What follows belongs to an exercise in optimizing a design on an open flow for small area; a production flow would make more cautious choices.
RTL that was checked went through simulation tests only; none was proved equivalent to the original.
Power is estimated from default activity; no workload was simulated.

==> module spiMemory, before the edit <==
module spiMemory (
    input  logic trigger,
    input  logic reset,
    input  logic sclk,         
    input  logic chipSelect,   
    input  logic mosi,
    output logic miso,
    output logic misoEnable
);
    localparam int RING = 32;    
    logic sclkRising, sclkFalling;
    logic chipSelectLevel, chipSelectRising;
    logic mosiLevel;
    inputConditioner sclkCond_i (
        .trigger(trigger), .reset(reset), .resetValue(1'b0), .pin(sclk),
        .conditioned(), .risingEdge(sclkRising), .fallingEdge(sclkFalling)
    );
    inputConditioner chipSelectCond_i (
        .trigger(trigger), .reset(reset), .resetValue(1'b1), .pin(chipSelect),
        .conditioned(chipSelectLevel), .risingEdge(chipSelectRising), .fallingEdge()
    );
    inputConditioner mosiCond_i (
        .trigger(trigger), .reset(reset), .resetValue(1'b0), .pin(mosi),
        .conditioned(mosiLevel), .risingEdge(), .fallingEdge()
    );
    logic       inCommand, inReadShift, memWrite, addressLatch;
    logic [2:0] bitCount;
    spiControl control_i (
        .trigger(trigger), .reset(reset), .sclkRising(sclkRising),
        .sclkFalling(sclkFalling), .chipSelectLow(!chipSelectLevel),
        .chipSelectRising(chipSelectRising), .readNotWrite(shiftWord[0]),
        .memWrite(memWrite), .inCommand(inCommand), .inReadShift(inReadShift),
        .bitCount(bitCount), .misoEnable(misoEnable)
    );
    logic [7:0] shiftWord;
    always_ff @(posedge trigger) begin
        if (sclkRising) shiftWord <= {shiftWord[6:0], mosiLevel};
    end
    logic [6:0] address;
    assign addressLatch = inCommand && sclkRising && (bitCount == 3'd6);
    always_ff @(posedge trigger) begin
        if (addressLatch) address <= {shiftWord[5:0], mosiLevel};
    end
    logic [4:0] phase;
    always_ff @(posedge trigger) begin
        if (reset) phase <= '0;
        else       phase <= phase + 1'b1;
    end
    logic writing, clearing;
    logic [7:0] writeData;
    always_ff @(posedge trigger) begin
        if (reset) begin
            writing   <= 1'b0;
            clearing  <= 1'b1;
            writeData <= '0;
        end else begin
            if (memWrite)          writing <= 1'b1;
            else if (addressLatch) writing <= 1'b0;
            if (addressLatch)      clearing <= 1'b0;
            if (memWrite)          writeData <= shiftWord;
        end
    end
    logic       hit8, hit16, hit32;
    logic [1:0] octet;   
    assign hit8  = (phase[2:0] == ~address[2:0]);
    assign hit16 = hit8  && (phase[3] == ~address[3]);
    assign hit32 = hit16 && (phase[4] == ~address[4]);
    assign octet = address[4:3] + phase[4:3];
    logic [1023:0] mem;
    logic [3:0]    insert;   
    for (genvar r = 0; r < 4; r++) begin : g_insert
        assign insert[r] = clearing || (writing && hit32 && (address[6:5] == r));
    end
    for (genvar b = 0; b < 8; b++) begin : g_plane
        for (genvar r = 0; r < 4; r++) begin : g_ring
            localparam int BASE = (b*4 + r) * RING;
            always_ff @(posedge trigger) begin
                mem[BASE] <= insert[r] ? writeData[b] : mem[BASE + RING - 1];
                for (int p = 1; p < RING; p++) mem[BASE + p] <= mem[BASE + p - 1];
            end
        end
    end
    logic [7:0] tapBit;
    logic [7:0] capture;
    for (genvar b = 0; b < 8; b++) begin : g_tap
        localparam int PLANE = b * 4 * RING;
        logic [15:0] taps;
        for (genvar r = 0; r < 4; r++) begin : g_r
            for (genvar m = 0; m < 4; m++) begin : g_m
                assign taps[r*4 + m] = mem[PLANE + r*RING + m*8 + 7];
            end
        end
        if (b >= 6) begin : g_t8
            assign tapBit[b]  = taps[{address[6:5], octet}];
            assign capture[b] = hit8;
        end else if (b >= 4) begin : g_t16
            assign tapBit[b]  = taps[{address[6:5], octet[1], 1'b1}];
            assign capture[b] = hit16;
        end else begin : g_t32
            assign tapBit[b]  = taps[{address[6:5], 2'b11}];
            assign capture[b] = hit32;
        end
    end
    logic [7:0] readByte;
    always_ff @(posedge trigger) begin
        for (int b = 0; b < 8; b++) begin
            if (capture[b]) readByte[b] <= tapBit[b];
        end
    end
    always_ff @(posedge trigger) begin
        if (reset) begin
            miso <= 1'b0;
        end else if (inReadShift && sclkFalling) begin
            miso <= readByte[~bitCount];
        end
    end
endmodule
export LEC_CHECK = 0
export CAP_MARGIN = 20
export CORE_MARGIN = 2
export CORE_UTILIZATION = 60
export SLEW_MARGIN = 20
create_clock -name core_clock -period 10.0 [get_ports {trigger}]
standard.sh (not shown) runs the stock make flow with config.mk's settings and CLKGATE_MAP_FILE= SYNTH_SCRIPT=/design/flow/synth_recipe.tcl, a recipe that flattens the netlist after the stock synthesis.
==> flow/flow/run.sh <==
#!/bin/bash
# Standard layout, with clock tree synthesis arguments of our own:
# clkbuf_8 leaf clusters and no dummy loads.
set -euo pipefail
export CTS_ARGS="-sink_clustering_enable -repair_clock_nets -dont_use_dummy_load -sink_clustering_size 20 -sink_clustering_max_diameter 50 -buf_list sky130_fd_sc_hd__clkbuf_8"
bash standard.sh > standard.log 2>&1
==> next run, changes <==
--- a/flow/design.v
+++ b/flow/design.v
@@ -164,17 +164,16 @@
     logic writing, clearing;
     logic [7:0] writeData;
     always_ff @(posedge trigger) begin
         if (reset) begin
-            writing   <= 1'b0;
-            clearing  <= 1'b1;
-            writeData <= '0;
+            writing  <= 1'b0;
+            clearing <= 1'b1;
         end else begin
             if (memWrite)          writing <= 1'b1;
             else if (addressLatch) writing <= 1'b0;
             if (addressLatch)      clearing <= 1'b0;
-            if (memWrite)          writeData <= shiftWord;
-        end
+        end
+        if (memWrite) writeData <= shiftWord;
     end
     logic       hit8, hit16, hit32;
     logic [1:0] octet;   
     assign hit8  = (phase[2:0] == ~address[2:0]);
@@ -189,9 +188,9 @@
     for (genvar b = 0; b < 8; b++) begin : g_plane
         for (genvar r = 0; r < 4; r++) begin : g_ring
             localparam int BASE = (b*4 + r) * RING;
             always_ff @(posedge trigger) begin
-                mem[BASE] <= insert[r] ? writeData[b] : mem[BASE + RING - 1];
+                mem[BASE] <= insert[r] ? (writeData[b] && !clearing) : mem[BASE + RING - 1];
                 for (int p = 1; p < RING; p++) mem[BASE + p] <= mem[BASE + p - 1];
             end
         end
     end
Core utilization is higher by 0.28 points.
Die area increases slightly.
Worst hold slack is worse by 28 ps.
Worst setup slack improved by 120 ps.
Synthesized area went up slightly.
Final area grows slightly.
Count of clock-buffer cells in the layout is unchanged.
Clock skew barely changes.
Routed wire length increases by a few percent.
Via count goes up by a few percent.
First-iteration DRC count rose by about a fifth.
Register-to-register slack gets worse by 30 ps.
Power barely changes.
Cell count rose slightly.
The RTL of the second run of this note was laid out without a check of its function.

The RTL this note starts from:
==> flow/design.v <==
package spiMemoryPkg;
    typedef logic [7:0] dataByte_t;
    typedef struct packed {
        logic [7-1:0] address;   
        logic                         readNotWrite;  
    } commandByte_t;
    typedef union packed {
        commandByte_t command;
        dataByte_t    data;
    } shiftWord_t;
    typedef enum logic [2:0] {
        idle, getCommand, decide, readLoad,
        readShift, writeReceive, writeStore, finish
    } controlState_t;
endpackage
`timescale 1ns/1ps
module inputConditioner (
    input  logic trigger,
    input  logic reset,
    input  logic resetValue,    
    input  logic pin,           
    output logic conditioned,   
    output logic risingEdge,    
    output logic fallingEdge    
);
    logic syncFirst;    
    logic syncSecond;   
    logic [1:0] counter;   
    always_ff @(posedge trigger) begin
        if (reset) begin
            syncFirst   <= resetValue;
            syncSecond  <= resetValue;
            conditioned <= resetValue;
            counter     <= 2'd0;
        end else begin
            syncFirst   <= pin;
            syncSecond  <= syncFirst;
            if (syncSecond == conditioned) begin
                counter <= 2'd0;   
            end else if (counter == 2'd2) begin
                conditioned <= syncSecond;   
                counter     <= 2'd3;
            end else begin
                counter <= (counter == 2'd3) ? 2'd1 : counter + 1'b1;
            end
        end
    end
    assign risingEdge  = (counter == 2'd3) &&  conditioned;
    assign fallingEdge = (counter == 2'd3) && !conditioned;
endmodule
`timescale 1ns/1ps
module spiControl (
    input  logic       trigger,
    input  logic       reset,
    input  logic       sclkRising,        
    input  logic       sclkFalling,
    input  logic       chipSelectLow,     
    input  logic       chipSelectRising,  
    input  logic       readNotWrite,      
    output logic       memWrite,
    output logic       inCommand,
    output logic       inReadShift,
    output logic [2:0] bitCount,          
    output logic       misoEnable         
);
    spiMemoryPkg::controlState_t state;
    spiMemoryPkg::controlState_t nextState;
    logic          lastBit;
    logic          shiftEnable;
    assign lastBit = (bitCount == 3'd7);
    always_comb begin
        nextState = state;
        if (chipSelectRising) begin
            nextState = spiMemoryPkg::idle;   
        end else begin
            case (state)
                spiMemoryPkg::idle:         if (chipSelectLow) nextState = spiMemoryPkg::getCommand;
                spiMemoryPkg::getCommand:   if (sclkRising && lastBit) nextState = spiMemoryPkg::decide;
                spiMemoryPkg::decide: begin
                    if (readNotWrite) begin
                        nextState = spiMemoryPkg::readLoad;
                    end else begin
                        nextState = spiMemoryPkg::writeReceive;
                    end
                end
                spiMemoryPkg::readLoad:     nextState = spiMemoryPkg::readShift;
                spiMemoryPkg::readShift:    if (sclkRising && lastBit) nextState = spiMemoryPkg::finish;
                spiMemoryPkg::writeReceive: if (sclkRising && lastBit) nextState = spiMemoryPkg::writeStore;
                spiMemoryPkg::writeStore:   nextState = spiMemoryPkg::finish;
                spiMemoryPkg::finish:       if (!chipSelectLow) nextState = spiMemoryPkg::idle;
                default:      nextState = spiMemoryPkg::idle;
            endcase
        end
    end
    assign inCommand   = (state == spiMemoryPkg::getCommand);
    assign inReadShift = (state == spiMemoryPkg::readShift);
    assign shiftEnable = sclkRising && (inCommand || inReadShift ||
                                        (state == spiMemoryPkg::writeReceive));
    assign memWrite    = (state == spiMemoryPkg::writeStore) && !chipSelectRising;
    always_ff @(posedge trigger) begin
        if (reset) begin
            state      <= spiMemoryPkg::idle;
            bitCount   <= '0;
            misoEnable <= 1'b0;
        end else begin
            state <= nextState;
            if (nextState == spiMemoryPkg::idle) begin
                bitCount <= '0;   
            end else if (shiftEnable) begin
                bitCount <= bitCount + 1'b1;   
            end
            misoEnable <= (nextState == spiMemoryPkg::readShift) && (misoEnable || sclkFalling);
        end
    end
endmodule
module spiMemory (
    input  logic trigger,
    input  logic reset,
    input  logic sclk,         
    input  logic chipSelect,   
    input  logic mosi,
    output logic miso,
    output logic misoEnable
);
    localparam int RING = 32;    
    logic sclkRising, sclkFalling;
    logic chipSelectLevel, chipSelectRising;
    logic mosiLevel;
    inputConditioner sclkCond_i (
        .trigger(trigger), .reset(reset), .resetValue(1'b0), .pin(sclk),
        .conditioned(), .risingEdge(sclkRising), .fallingEdge(sclkFalling)
    );
    inputConditioner chipSelectCond_i (
        .trigger(trigger), .reset(reset), .resetValue(1'b1), .pin(chipSelect),
        .conditioned(chipSelectLevel), .risingEdge(chipSelectRising), .fallingEdge()
    );
    inputConditioner mosiCond_i (
        .trigger(trigger), .reset(reset), .resetValue(1'b0), .pin(mosi),
        .conditioned(mosiLevel), .risingEdge(), .fallingEdge()
    );
    logic       inCommand, inReadShift, memWrite, addressLatch;
    logic [2:0] bitCount;
    spiControl control_i (
        .trigger(trigger), .reset(reset), .sclkRising(sclkRising),
        .sclkFalling(sclkFalling), .chipSelectLow(!chipSelectLevel),
        .chipSelectRising(chipSelectRising), .readNotWrite(shiftWord[0]),
        .memWrite(memWrite), .inCommand(inCommand), .inReadShift(inReadShift),
        .bitCount(bitCount), .misoEnable(misoEnable)
    );
    logic [7:0] shiftWord;
    always_ff @(posedge trigger) begin
        if (sclkRising) shiftWord <= {shiftWord[6:0], mosiLevel};
    end
    logic [6:0] address;
    assign addressLatch = inCommand && sclkRising && (bitCount == 3'd6);
    always_ff @(posedge trigger) begin
        if (addressLatch) address <= {shiftWord[5:0], mosiLevel};
    end
    logic [4:0] phase;
    always_ff @(posedge trigger) begin
        if (reset) phase <= '0;
        else       phase <= phase + 1'b1;
    end
    logic writing, clearing;
    logic [7:0] writeData;
    always_ff @(posedge trigger) begin
        if (reset) begin
            writing  <= 1'b0;
            clearing <= 1'b1;
        end else begin
            if (memWrite)          writing <= 1'b1;
            else if (addressLatch) writing <= 1'b0;
            if (addressLatch)      clearing <= 1'b0;
        end
        if (memWrite) writeData <= shiftWord;
    end
    logic       hit8, hit16, hit32;
    logic [1:0] octet;   
    assign hit8  = (phase[2:0] == ~address[2:0]);
    assign hit16 = hit8  && (phase[3] == ~address[3]);
    assign hit32 = hit16 && (phase[4] == ~address[4]);
    assign octet = address[4:3] + phase[4:3];
    logic [1023:0] mem;
    logic [3:0]    insert;   
    for (genvar r = 0; r < 4; r++) begin : g_insert
        assign insert[r] = clearing || (writing && hit32 && (address[6:5] == r));
    end
    for (genvar b = 0; b < 8; b++) begin : g_plane
        for (genvar r = 0; r < 4; r++) begin : g_ring
            localparam int BASE = (b*4 + r) * RING;
            always_ff @(posedge trigger) begin
                mem[BASE] <= insert[r] ? (writeData[b] && !clearing) : mem[BASE + RING - 1];
                for (int p = 1; p < RING; p++) mem[BASE + p] <= mem[BASE + p - 1];
            end
        end
    end
    logic [7:0] tapBit;
    logic [7:0] capture;
    for (genvar b = 0; b < 8; b++) begin : g_tap
        localparam int PLANE = b * 4 * RING;
        logic [15:0] taps;
        for (genvar r = 0; r < 4; r++) begin : g_r
            for (genvar m = 0; m < 4; m++) begin : g_m
                assign taps[r*4 + m] = mem[PLANE + r*RING + m*8 + 7];
            end
        end
        if (b >= 6) begin : g_t8
            assign tapBit[b]  = taps[{address[6:5], octet}];
            assign capture[b] = hit8;
        end else if (b >= 4) begin : g_t16
            assign tapBit[b]  = taps[{address[6:5], octet[1], 1'b1}];
            assign capture[b] = hit16;
        end else begin : g_t32
            assign tapBit[b]  = taps[{address[6:5], 2'b11}];
            assign capture[b] = hit32;
        end
    end
    logic [7:0] readByte;
    always_ff @(posedge trigger) begin
        for (int b = 0; b < 8; b++) begin
            if (capture[b]) readByte[b] <= tapBit[b];
        end
    end
    always_ff @(posedge trigger) begin
        if (reset) begin
            miso <= 1'b0;
        end else if (inReadShift && sclkFalling) begin
            miso <= readByte[~bitCount];
        end
    end
endmodule
==> flow/config.mk <==
export PLATFORM = sky130hd
export DESIGN_NAME = spiMemory
export DESIGN_NICKNAME = spiMemory
export VERILOG_FILES = /design/flow/design.v
export SDC_FILE = /design/flow/constraint.sdc
export NUM_CORES = 4
export LEC_CHECK = 0
export CAP_MARGIN = 20
export CORE_MARGIN = 2
export CORE_UTILIZATION = 60
export CTS_BUF_LIST = sky130_fd_sc_hd__clkbuf_8
export CTS_CLUSTER_DIAMETER = 50
export CTS_CLUSTER_SIZE = 20
export SLEW_MARGIN = 20
==> flow/constraint.sdc <==
create_clock -name core_clock -period 10.0 [get_ports {trigger}]
set_input_delay 2.0000 -clock core_clock [delete_from_list [all_inputs] [get_ports {trigger}]]
set_output_delay 2.0000 -clock core_clock [all_outputs]
set_load 0.01 [all_outputs]
run.sh (not shown) runs the stock make flow with config.mk's settings and CLKGATE_MAP_FILE= SYNTH_SCRIPT=/design/flow/synth_recipe.tcl, a recipe that flattens the netlist after the stock synthesis.
Stock flow here: none of the scripts above is used.
Then changed:
--- a/flow/design.v
+++ b/flow/design.v
@@ -164,16 +164,17 @@
     logic writing, clearing;
     logic [7:0] writeData;
     always_ff @(posedge trigger) begin
         if (reset) begin
-            writing  <= 1'b0;
-            clearing <= 1'b1;
+            writing   <= 1'b0;
+            clearing  <= 1'b1;
+            writeData <= '0;
         end else begin
             if (memWrite)          writing <= 1'b1;
             else if (addressLatch) writing <= 1'b0;
             if (addressLatch)      clearing <= 1'b0;
-        end
-        if (memWrite) writeData <= shiftWord;
+            if (memWrite)          writeData <= shiftWord;
+        end
     end
     logic       hit8, hit16, hit32;
     logic [1:0] octet;   
     assign hit8  = (phase[2:0] == ~address[2:0]);
@@ -188,9 +189,9 @@
     for (genvar b = 0; b < 8; b++) begin : g_plane
         for (genvar r = 0; r < 4; r++) begin : g_ring
             localparam int BASE = (b*4 + r) * RING;
             always_ff @(posedge trigger) begin
-                mem[BASE] <= insert[r] ? (writeData[b] && !clearing) : mem[BASE + RING - 1];
+                mem[BASE] <= insert[r] ? writeData[b] : mem[BASE + RING - 1];
                 for (int p = 1; p < RING; p++) mem[BASE + p] <= mem[BASE + p - 1];
             end
         end
     end
- The changed run went through all stages and came out clean
- final cell count fell by 1.4%
- clock power stays flat
- cell area falls by 0.79%
- worst setup slack got worse by 130 ps
- power hardly moves
- utilization is lower by 0.22 points
- critical path depth does not change
- global-route usage goes down by 0.39 points
- sequential share of layout area increases by 0.36 points
- first-iteration DRC count grows by about 1.2%
- synthesized cell count drops by 2.4%
- register-to-register slack gains 50 ps
- die area is lower by 0.92%
No functional check of the RTL was part of the first run of this note.

[static timing again, ports no longer ideal]
The results above use ideal ports. As a check the final layouts listed here were re-extracted and re-timed, cells and wires unchanged.
Step 1, drivers: a clkbuf_16 drives trigger and a buf_2 each remaining input, both assumed.
Step 2 adds t to the input delays and takes it off the output delays; t is the mean of the earliest and latest rising clock arrival at the registers after step 1. Input paths then give back, and output paths get back, about the clock's delay inside the block.
a / b / c = ideal ports / drivers / drivers and shift; a / b = the first two.
run	t, ns	slack for setup (ns)	hold slack, ns	slew at the worst register clock pin (ns)
the first run of note 1	0.663	6.404 / 6.354 / 6.039	0.293 / 0.293 / 0.293	0.11 / 0.11
the second run of note 1	0.661	6.524 / 6.472 / 6.181	0.265 / 0.265 / 0.265	0.11 / 0.11
the first run of note 2	0.680	6.482 / 6.434 / 6.220	0.312 / 0.312 / 0.312	0.12 / 0.12
the second run of note 2	0.683	6.354 / 6.306 / 6.048	0.325 / 0.325 / 0.325	0.12 / 0.12
After both steps setup and hold are still met in every run listed. For the first run of note 1, which loses most, drivers alone change the setup slack by -0.050 ns; drivers and shift together by -0.365 ns.
